From an optimization exercise on the open Yosys and OpenROAD flow, aimed at small area, a short achievable clock period and few clock cycles per item; shortcuts taken in it are not production practice.
In this exercise RTL edits were held to simulation tests only and were not proved equivalent to the original.
Power and IR drop assume default switching activity.

## design/flow/design.v

```verilog
package otis_pkg;
	localparam int DEPTH_DEF = 16;
	localparam int REQ_W     = 3;
	localparam int POS_W     = 5;
	localparam int KEY_W     = 16;
	localparam int PAY_W     = 32;
	localparam int STAT_W    = 2;
	localparam int FPOS_W    = 4;
	localparam int CNT_OUT_W = 5;
	localparam logic [REQ_W-1:0] REQ_INSERT     = 3'd0;
	localparam logic [REQ_W-1:0] REQ_READ       = 3'd1;
	localparam logic [REQ_W-1:0] REQ_WRITE      = 3'd2;
	localparam logic [REQ_W-1:0] REQ_FIND       = 3'd3;
	localparam logic [REQ_W-1:0] REQ_REMOVE_AT  = 3'd4;
	localparam logic [REQ_W-1:0] REQ_REMOVE_KEY = 3'd5;
	localparam logic [STAT_W-1:0] STAT_OK    = 2'd0;
	localparam logic [STAT_W-1:0] STAT_RANGE = 2'd1;
	localparam logic [STAT_W-1:0] STAT_FULL  = 2'd2;
	localparam logic [STAT_W-1:0] STAT_MISS  = 2'd3;
	typedef struct packed {
		logic [REQ_W-1:0] req_type;
		logic [POS_W-1:0] position;
		logic [KEY_W-1:0] entry_key;
		logic [PAY_W-1:0] entry_payload;
	} req_t;
	typedef struct packed {
		logic [STAT_W-1:0]    status;
		logic [FPOS_W-1:0]    found_position;
		logic [KEY_W-1:0]     out_key;
		logic [PAY_W-1:0]     out_payload;
		logic [CNT_OUT_W-1:0] entry_count;
		logic                 is_empty;
	} res_t;
	typedef struct packed {
		logic [KEY_W-1:0] key;
		logic [PAY_W-1:0] payload;
	} slot_t;
	typedef enum logic [1:0] {
		RD_IDX,
		RD_IDX_DN,
		RD_IDX_UP
	} rd_sel_t;
	typedef struct packed {
		logic              load_req;
		logic              idx_ld_cnt;
		logic              idx_ld_pos;
		logic              idx_ld_zero;
		logic              idx_inc;
		logic              idx_dec;
		logic              rd_en;
		rd_sel_t           rd_sel;
		logic              wr_en;
		logic              wr_new;
		logic              cnt_inc;
		logic              cnt_dec;
		logic              cap_out;
		logic              cap_fpos;
		logic              set_status;
		logic [STAT_W-1:0] status_code;
		logic              out_load;
	} ctl_cmd_t;
	typedef struct packed {
		logic [REQ_W-1:0] req_type;
		logic             ins_bad;
		logic             pos_bad;
		logic             full;
		logic             idx_gt_pos;
		logic             idx_end;
		logic             idx_last;
		logic             key_hit;
		logic             out_free;
	} dp_sts_t;
endpackage
module otis_ram #(
	parameter int WIDTH = 8,
	parameter int DEPTH = 16
) (
	input  logic                     clk,
	input  logic                     wr_en,
	input  logic [$clog2(DEPTH)-1:0] wr_addr,
	input  logic [WIDTH-1:0]         wr_data,
	input  logic                     rd_en,
	input  logic [$clog2(DEPTH)-1:0] rd_addr,
	output logic [WIDTH-1:0]         rd_data
);
	logic [WIDTH-1:0] mem_q [DEPTH];
	logic [WIDTH-1:0] rd_data_q;
	always_ff @(posedge clk) begin
		if (wr_en) begin
			mem_q[wr_addr] <= wr_data;
		end
		if (rd_en) begin
			rd_data_q <= mem_q[rd_addr];
		end
	end
	assign rd_data = rd_data_q;
endmodule
module otis_dp #(
	parameter int DEPTH = otis_pkg::DEPTH_DEF
) (
	input  logic               clk,
	input  logic               arst_n,
	input  otis_pkg::req_t     req_data,
	input  otis_pkg::ctl_cmd_t cmd,
	output otis_pkg::dp_sts_t  sts,
	output otis_pkg::res_t     res_data,
	output logic               res_valid,
	input  logic               res_stall
);
	localparam int AW    = $clog2(DEPTH);
	localparam int CW    = $clog2(DEPTH + 1);
	localparam int CMP_W = (CW > otis_pkg::POS_W) ? CW : otis_pkg::POS_W;
	otis_pkg::req_t                 req_q;
	logic [CW-1:0]                  cnt_q;
	logic [CW-1:0]                  idx_q;
	logic [otis_pkg::STAT_W-1:0]    status_q;
	logic [otis_pkg::FPOS_W-1:0]    fpos_q;
	logic [otis_pkg::KEY_W-1:0]     okey_q;
	logic [otis_pkg::PAY_W-1:0]     opay_q;
	otis_pkg::res_t                 res_q;
	logic                           res_valid_q;
	logic [CW-1:0]                  rd_idx;
	logic [AW-1:0]                  rd_addr;
	otis_pkg::slot_t                rd_slot;
	otis_pkg::slot_t                wr_slot;
	logic [CMP_W-1:0]               pos_x;
	logic [CMP_W-1:0]               cnt_x;
	logic [CMP_W-1:0]               idx_x;
	logic [CW:0]                    idx_nxt;
	always_comb begin
		unique case (cmd.rd_sel)
			otis_pkg::RD_IDX:    rd_idx = idx_q;
			otis_pkg::RD_IDX_DN: rd_idx = idx_q - CW'(1);
			otis_pkg::RD_IDX_UP: rd_idx = idx_q + CW'(1);
			default:             rd_idx = idx_q;
		endcase
	end
	assign rd_addr = rd_idx[AW-1:0];
	assign wr_slot = cmd.wr_new ? {req_q.entry_key, req_q.entry_payload} : rd_slot;
	otis_ram #(
		.WIDTH(otis_pkg::KEY_W + otis_pkg::PAY_W),
		.DEPTH(DEPTH)
	) u_slots (
		.clk     (clk),
		.wr_en   (cmd.wr_en),
		.wr_addr (idx_q[AW-1:0]),
		.wr_data (wr_slot),
		.rd_en   (cmd.rd_en),
		.rd_addr (rd_addr),
		.rd_data (rd_slot)
	);
	always_ff @(posedge clk) begin
		if (cmd.load_req) begin
			req_q <= req_data;
		end
		if (cmd.load_req) begin
			status_q <= otis_pkg::STAT_OK;
			fpos_q   <= '0;
			okey_q   <= '0;
			opay_q   <= '0;
		end else begin
			if (cmd.set_status) begin
				status_q <= cmd.status_code;
			end
			if (cmd.cap_fpos) begin
				fpos_q <= otis_pkg::FPOS_W'(idx_q);
			end
			if (cmd.cap_out) begin
				okey_q <= rd_slot.key;
				opay_q <= rd_slot.payload;
			end
		end
		if (cmd.out_load) begin
			res_q.status         <= status_q;
			res_q.found_position <= fpos_q;
			res_q.out_key        <= okey_q;
			res_q.out_payload    <= opay_q;
			res_q.entry_count    <= otis_pkg::CNT_OUT_W'(cnt_q);
			res_q.is_empty       <= (cnt_q == '0);
		end
	end
	always_ff @(posedge clk or negedge arst_n) begin
		if (!arst_n) begin
			cnt_q       <= '0;
			idx_q       <= '0;
			res_valid_q <= 1'b0;
		end else begin
			if (cmd.cnt_inc) begin
				cnt_q <= cnt_q + CW'(1);
			end else if (cmd.cnt_dec) begin
				cnt_q <= cnt_q - CW'(1);
			end
			priority if (cmd.idx_ld_cnt) begin
				idx_q <= cnt_q;
			end else if (cmd.idx_ld_pos) begin
				idx_q <= CW'(req_q.position);
			end else if (cmd.idx_ld_zero) begin
				idx_q <= '0;
			end else if (cmd.idx_inc) begin
				idx_q <= idx_q + CW'(1);
			end else if (cmd.idx_dec) begin
				idx_q <= idx_q - CW'(1);
			end
			if (cmd.out_load) begin
				res_valid_q <= 1'b1;
			end else if (!res_stall) begin
				res_valid_q <= 1'b0;
			end
		end
	end
	assign pos_x   = CMP_W'(req_q.position);
	assign cnt_x   = CMP_W'(cnt_q);
	assign idx_x   = CMP_W'(idx_q);
	assign idx_nxt = (CW + 1)'(idx_q) + (CW + 1)'(1);
	always_comb begin
		sts.req_type   = req_q.req_type;
		sts.ins_bad    = pos_x > cnt_x;
		sts.pos_bad    = pos_x >= cnt_x;
		sts.full       = cnt_q == CW'(DEPTH);
		sts.idx_gt_pos = idx_x > pos_x;
		sts.idx_end    = idx_q >= cnt_q;
		sts.idx_last   = idx_nxt >= (CW + 1)'(cnt_q);
		sts.key_hit    = rd_slot.key == req_q.entry_key;
		sts.out_free   = !res_valid_q || !res_stall;
	end
	assign res_data  = res_q;
	assign res_valid = res_valid_q;
endmodule
module otis_ctrl (
	input  logic               clk,
	input  logic               arst_n,
	input  logic               req_valid,
	output logic               req_stall,
	input  otis_pkg::dp_sts_t  sts,
	output otis_pkg::ctl_cmd_t cmd
);
	typedef enum logic [3:0] {
		IDLE,
		DECODE,
		INS_CHK,
		INS_WR,
		PUT,
		POS_RD,
		POS_USE,
		SCAN_CHK,
		SCAN_USE,
		REM_RD,
		REM_USE,
		SHIFT_CHK,
		SHIFT_WR,
		FINISH
	} state_t;
	state_t state_q;
	state_t state_nxt;
	always_ff @(posedge clk or negedge arst_n) begin
		if (!arst_n) begin
			state_q <= IDLE;
		end else begin
			state_q <= state_nxt;
		end
	end
	assign req_stall = (state_q != IDLE);
	always_comb begin
		cmd             = '0;
		cmd.rd_sel      = otis_pkg::RD_IDX;
		cmd.status_code = otis_pkg::STAT_OK;
		state_nxt       = state_q;
		unique case (state_q)
			IDLE: begin
				if (req_valid) begin
					cmd.load_req = 1'b1;
					state_nxt    = DECODE;
				end
			end
			DECODE: begin
				unique case (sts.req_type)
					otis_pkg::REQ_INSERT: begin
						if (sts.ins_bad) begin
							cmd.set_status  = 1'b1;
							cmd.status_code = otis_pkg::STAT_RANGE;
							state_nxt       = FINISH;
						end else if (sts.full) begin
							cmd.set_status  = 1'b1;
							cmd.status_code = otis_pkg::STAT_FULL;
							state_nxt       = FINISH;
						end else begin
							cmd.idx_ld_cnt = 1'b1;
							state_nxt      = INS_CHK;
						end
					end
					otis_pkg::REQ_READ, otis_pkg::REQ_WRITE: begin
						if (sts.pos_bad) begin
							cmd.set_status  = 1'b1;
							cmd.status_code = otis_pkg::STAT_RANGE;
							state_nxt       = FINISH;
						end else begin
							cmd.idx_ld_pos = 1'b1;
							state_nxt      = POS_RD;
						end
					end
					otis_pkg::REQ_FIND, otis_pkg::REQ_REMOVE_KEY: begin
						cmd.idx_ld_zero = 1'b1;
						state_nxt       = SCAN_CHK;
					end
					otis_pkg::REQ_REMOVE_AT: begin
						if (sts.pos_bad) begin
							cmd.set_status  = 1'b1;
							cmd.status_code = otis_pkg::STAT_RANGE;
							state_nxt       = FINISH;
						end else begin
							cmd.idx_ld_pos = 1'b1;
							state_nxt      = REM_RD;
						end
					end
					default: begin
						state_nxt = FINISH;
					end
				endcase
			end
			INS_CHK: begin
				if (sts.idx_gt_pos) begin
					cmd.rd_en  = 1'b1;
					cmd.rd_sel = otis_pkg::RD_IDX_DN;
					state_nxt  = INS_WR;
				end else begin
					state_nxt = PUT;
				end
			end
			INS_WR: begin
				cmd.wr_en   = 1'b1;
				cmd.idx_dec = 1'b1;
				state_nxt   = INS_CHK;
			end
			PUT: begin
				cmd.wr_en   = 1'b1;
				cmd.wr_new  = 1'b1;
				cmd.cnt_inc = 1'b1;
				state_nxt   = FINISH;
			end
			POS_RD: begin
				cmd.rd_en = 1'b1;
				state_nxt = POS_USE;
			end
			POS_USE: begin
				cmd.cap_out = 1'b1;
				if (sts.req_type == otis_pkg::REQ_WRITE) begin
					cmd.wr_en  = 1'b1;
					cmd.wr_new = 1'b1;
				end
				state_nxt = FINISH;
			end
			SCAN_CHK: begin
				if (sts.idx_end) begin
					cmd.set_status  = 1'b1;
					cmd.status_code = otis_pkg::STAT_MISS;
					state_nxt       = FINISH;
				end else begin
					cmd.rd_en = 1'b1;
					state_nxt = SCAN_USE;
				end
			end
			SCAN_USE: begin
				if (sts.key_hit) begin
					cmd.cap_fpos = 1'b1;
					if (sts.req_type == otis_pkg::REQ_REMOVE_KEY) begin
						state_nxt = REM_RD;
					end else begin
						state_nxt = FINISH;
					end
				end else begin
					cmd.idx_inc = 1'b1;
					state_nxt   = SCAN_CHK;
				end
			end
			REM_RD: begin
				cmd.rd_en = 1'b1;
				state_nxt = REM_USE;
			end
			REM_USE: begin
				cmd.cap_out = 1'b1;
				state_nxt   = SHIFT_CHK;
			end
			SHIFT_CHK: begin
				if (sts.idx_last) begin
					cmd.cnt_dec = 1'b1;
					state_nxt   = FINISH;
				end else begin
					cmd.rd_en  = 1'b1;
					cmd.rd_sel = otis_pkg::RD_IDX_UP;
					state_nxt  = SHIFT_WR;
				end
			end
			SHIFT_WR: begin
				cmd.wr_en   = 1'b1;
				cmd.idx_inc = 1'b1;
				state_nxt   = SHIFT_CHK;
			end
			FINISH: begin
				if (sts.out_free) begin
					cmd.out_load = 1'b1;
					state_nxt    = IDLE;
				end
			end
			default: begin
				state_nxt = IDLE;
			end
		endcase
	end
endmodule
module ordered_table_insert_remove_search #(
	parameter int DEPTH = otis_pkg::DEPTH_DEF
) (
	input  logic           clk,
	input  logic           arst_n,
	input  logic           req_valid,
	output logic           req_stall,
	input  otis_pkg::req_t req_data,
	output logic           res_valid,
	input  logic           res_stall,
	output otis_pkg::res_t res_data
);
	otis_pkg::ctl_cmd_t cmd;
	otis_pkg::dp_sts_t  sts;
	otis_ctrl u_ctrl (
		.clk       (clk),
		.arst_n    (arst_n),
		.req_valid (req_valid),
		.req_stall (req_stall),
		.sts       (sts),
		.cmd       (cmd)
	);
	otis_dp #(
		.DEPTH(DEPTH)
	) u_dp (
		.clk       (clk),
		.arst_n    (arst_n),
		.req_data  (req_data),
		.cmd       (cmd),
		.sts       (sts),
		.res_data  (res_data),
		.res_valid (res_valid),
		.res_stall (res_stall)
	);
endmodule
```

## design/flow/run.sh

```bash
#!/bin/bash
# synth_recipe.tcl (not shown) runs the flow's synth.tcl, then flattens the netlist and writes it again
# the make line also repeats each setting of config.mk as NAME=value (left out here)
make -C /OpenROAD-flow-scripts/flow DESIGN_CONFIG=/design/flow/config.mk WORK_HOME=/design/flow/orfs CLKGATE_MAP_FILE= SYNTH_SCRIPT=/design/flow/synth_recipe.tcl finish
```

## design/flow/config.mk

```make
export PLATFORM = sky130hd
export DESIGN_NAME = ordered_table_insert_remove_search
export DESIGN_NICKNAME = ordered_table_insert_remove_search
export VERILOG_FILES = /design/flow/design.v
export SDC_FILE = /design/flow/constraint.sdc
export NUM_CORES = 4
export LEC_CHECK = 0
export CAP_MARGIN = 20
export CORE_MARGIN = 2
export CORE_UTILIZATION = 40
export SLEW_MARGIN = 20
```

## design/flow/constraint.sdc

```tcl
create_clock -name core_clock -period 5.5 [get_ports {clk}]
set_input_delay 1.1000 -clock core_clock [delete_from_list [all_inputs] [get_ports {clk}]]
set_output_delay 1.1000 -clock core_clock [all_outputs]
set_load 0.01 [all_outputs]
```

==> flow_summary.toml <==
[route]
ant_nets = 0
via_per_inst = 5.46
route.vias.total = 19300
drtPass1Iterations = 5
wl_per_cell_um = 25.1
routed_wl_um = 88900
drc = 0
drtIter0Drc = 1731

[layout]
area_delta_synth_final_pct = 17.3
final_cell_mix = "edfxtp_1 (932), mux4_2 (192), nand2_1 (122), clkdlybuf4s50_1 (121), a21oi_1 (118)"
nNetsFinal = 2271
num_antenna_cells = 0
layout_commonest_cell = "edfxtp_1"
drive_gt1_frac = 0.220

[placed_design]
routabilityCongestion = 0.816
port_buffers = 121
dp_hpwl_um = 49300

[critical_path]
critical-path-top-delay-family = "adder cells"
crit_chain = "inv_1, ha_1, ha_1, a21boi_0, o21a_1, o21a_1, o21ai_0, nand2_1, nor3_1, inv_1, ha_2, nand2_1, o21ai_4, buf_4, buf_12, mux4_2, nor2b_1, a211oi_1, a21oi_1"
end_kind = "flop"
crit_buf_inv = 4
crit_slowest_cell = "dfrtp_1"
path_max_fanout = 22
required_ps = 5910
slowest_delay_ps = 540
cp-start-kind = "flop"
critical_path_class = "flop to flop"
crit_arrival_ps = 5460

[pwr]
p_per_area_nw_per_um2 = 573
p_leak_nw = 14.6
ir_drop_uv = 486

[clocking]
numClockSinks = 1001
htree_num_levels = 3
clock-root-buffer = "clkbuf_16"
cts.clk_slew.worst_paths_ps = 60
ctsLongestPathBuffers = 3
clock_latency_ps = 690
numCtsBuffers = 102
cts_tree = "yes"

[yosys]
yosys_warnings = 3
synth_seq_area_share = 0.756
ys.flop_type = "edfxtp_1"
netlist_area_sq_um = 38900
synth_cell_types = 69
postSynthAreaPerCell_sq_um = 19.5
synth_seq_cells = 1001
synth-edff-count = 932
synthArstFlopShare = 0.0150
synth_nets = 2090
syn_inst = 1999

[floorplanning]
fp.dieH_um = 316
die_w_um = 316
ios = 122
start_util = 0.403
fp.coreArea_sq_um = 96600
row_count = 114
die_area_sq_um = 99800

[min_path]
hold_path_class = "flop to flop"

[global_routing]
grt_max_degree = 97
grt_overflow = 0
grt_antenna_before_repair = 2
grt_pass1_wl_um = 132000
grt_pass1_vias = 20200
grt_usage = 0.180

[sta]
max-slew-margin-rel = 0.241
holdWs_ps = 431
post-route-min-period_ps = 5050
setup_viol = 0
finalHoldViolCount = 0
fin_crit_sh = 0.919
clock_skew_ps = 31.9
finalMaxSlewViolations = 0
tightest_slew_ps = 1140
max_freq_mhz = 198
rsz0062_at_grt = "no"
fin_setup_tns_ps = 0

[flow_run]
cap_viol_max_count = 0

[run_status]
status = "no timing/DRC/antenna violations"
==> area by class of cell <==
type	count	area (sq um)
Clock inverter	59	706
Tap cell	1276	1600
Sequential cell	1001	29400
Multi-Input combinational cell	871	9100
Clock buffer	134	2800
Timing Repair Buffer	178	1930
Inverter	26	97.6
Fill cell	7931	50900
==> synth_stat cells, types with 4 or more instances <==
library cell | n | area share
a211oi_1 | 52 | 0.010
a21o_1 | 5 | 0.00096
a21oi_1 | 119 | 0.015
a31oi_1 | 5 | 0.00080
and3_1 | 4 | 0.00064
buf_1 | 5 | 0.00048
buf_2 | 32 | 0.0041
buf_4 | 6 | 0.0012
buf_6 | 4 | 0.0012
clkbuf_1 | 54 | 0.0052
dfrtp_1 | 15 | 0.0096
dfxtp_1 | 54 | 0.028
edfxtp_1 | 932 | 0.72
ha_1 | 30 | 0.0096
inv_1 | 26 | 0.0025
mux2_2 | 51 | 0.015
mux2i_1 | 54 | 0.014
mux4_2 | 192 | 0.11
nand2_1 | 123 | 0.012
nand2b_1 | 4 | 0.00064
nand3_1 | 14 | 0.0018
nand4_1 | 7 | 0.0011
nor2_1 | 46 | 0.0044
nor2b_1 | 52 | 0.0084
nor3_1 | 10 | 0.0013
o21ai_0 | 16 | 0.0021
o31ai_1 | 5 | 0.00096
xnor2_1 | 22 | 0.0050
xor2_1 | 4 | 0.00090
==> routing by layer <==
| metal | up-vias | share of wire | GRT usage | wire length, um |
|---|---|---|---|---|
| met1 | 10200 | 0.43 | 0.242 | 38000 |
| met4 | 0 | 0.020 | 0.0489 | 1780 |
| li1 | 8448 | - | - | - |
| met5 | - | 0 | 0 | 0 |
| met2 | 590 | 0.49 | 0.299 | 43700 |
| met3 | 138 | 0.061 | 0.0348 | 5410 |
==> worst register-to-register path, delay by kind of cell (launching register included) <==
family	cells	cell delay (ps)
AND/OR/NAND/NOR	4	690
flip-flops	1	540
adder cells (fa/ha/maj)	3	1140
buffers and inverters	4	800
multiplexers	1	530
AO/OA/AOI/OAI	7	1090
==> path summary, 6_finish.rpt <==
kind	from	to	slack [ps]	cells past startpoint
setup / recovery	u_dp.idx_q[0]	u_dp.u_slots.rd_data_q[34]	450	19
hold / removal	u_dp.opay_q[10]	u_dp.res_q[16]	430	0
setup reg to reg	u_dp.idx_q[0]	u_dp.u_slots.rd_data_q[34]	450	19
hold reg to reg	u_dp.opay_q[10]	u_dp.res_q[16]	430	0
max in group asynchronous	arst_n	u_dp.idx_q[0]	4130	1
min in group asynchronous	arst_n	u_ctrl.state_q[2]	870	1
==> kinds of logic (layout without fill, tap and decap cells) <==
family          Yosys count  in the layout  share of synthesized area
mux                     297            297                      0.140
compound gates          241            241                     0.0392
flops                  1001           1001                      0.756
simple gates            276            276                     0.0340
fa+ha+maj                31             31                     0.0102
xor+xnor                 26             26                    0.00585
buf+inv                 127            397                     0.0146
==> through the flow <==
| step | setup WS, ps | instance area (sq um) | cells | total power, mW | util |
|---|---|---|---|---|---|
| after floorplan | 407 | 38900 | 1999 | 16.6 | - |
| after global placement | 417 | 42200 | 3352 | 19.0 | 0.437 |
| after detailed placement | 374 | 42200 | 3352 | 19.3 | 0.437 |
| after CTS | 369 | 45700 | 3545 | 26.4 | 0.473 |
| after global routing | 84.8 | 45700 | 3545 | 27.4 | 0.473 |
| final | 447 | 45700 | 3545 | 26.2 | 0.473 |
==> sequential cells by signal, summed over array words and instances (netlist names), 5 cells and up <==
register                flops
u_dp.okey_q                16
u_dp.u_slots.rd_data_q     48
u_dp.u_slots.mem_q        768
u_dp.idx_q                  5
u_dp.cnt_q                  5
u_dp.req_q                 56
u_dp.res_q                 60
u_dp.opay_q                32
==> power by group <==
group / switching, mW / leakage [nW] / internal [mW] / total (mW)
clock: 2.93 / 1.72 / 4.18 / 7.11
combinational: 4.57 / 3.78 / 3.18 / 7.74
sequential: 0.561 / 9.05 / 10.8 / 11.3
total: 8.06 / 14.6 / 18.1 / 26.2
==> timing repair <==
item,in CTS,in global routing
setup endpoints to repair,0,2
resized for setup,0,1
buffers inserted,0,0
hold buffers,0,0
Testbench counts, summed over its fixed seeds: cycles 70,000, items 4,800.

==> afterwards: timing with drivers on the ports <==
The flow's constraints put no driver on any port. The routed layout listed below was extracted and timed again, unchanged, in two steps. Step 1 assumes that a clkbuf_16 drives the clock port and a buf_2 every other input. Step 2, shift: input delay + t, output delay - t, t = (earliest + latest rising clock arrival at the registers) / 2. This alone moves slack from input paths to output paths. a / b / c = no drivers / after step 1 / after step 2; a / b = the first two.
t, ns: 0.745
setup WS [ns]: 0.447 / 0.447 / 0.447
hold WS [ns]: 0.431 / 0.431 / 0.431
latest minus earliest clock arrival (ns): 0.034 / 0.034
cell pins on the clock port's net: 1
After both steps this run still meets setup and hold. For this run, drivers alone change the setup slack by 0.000 ns; drivers and shift together by 0.000 ns.
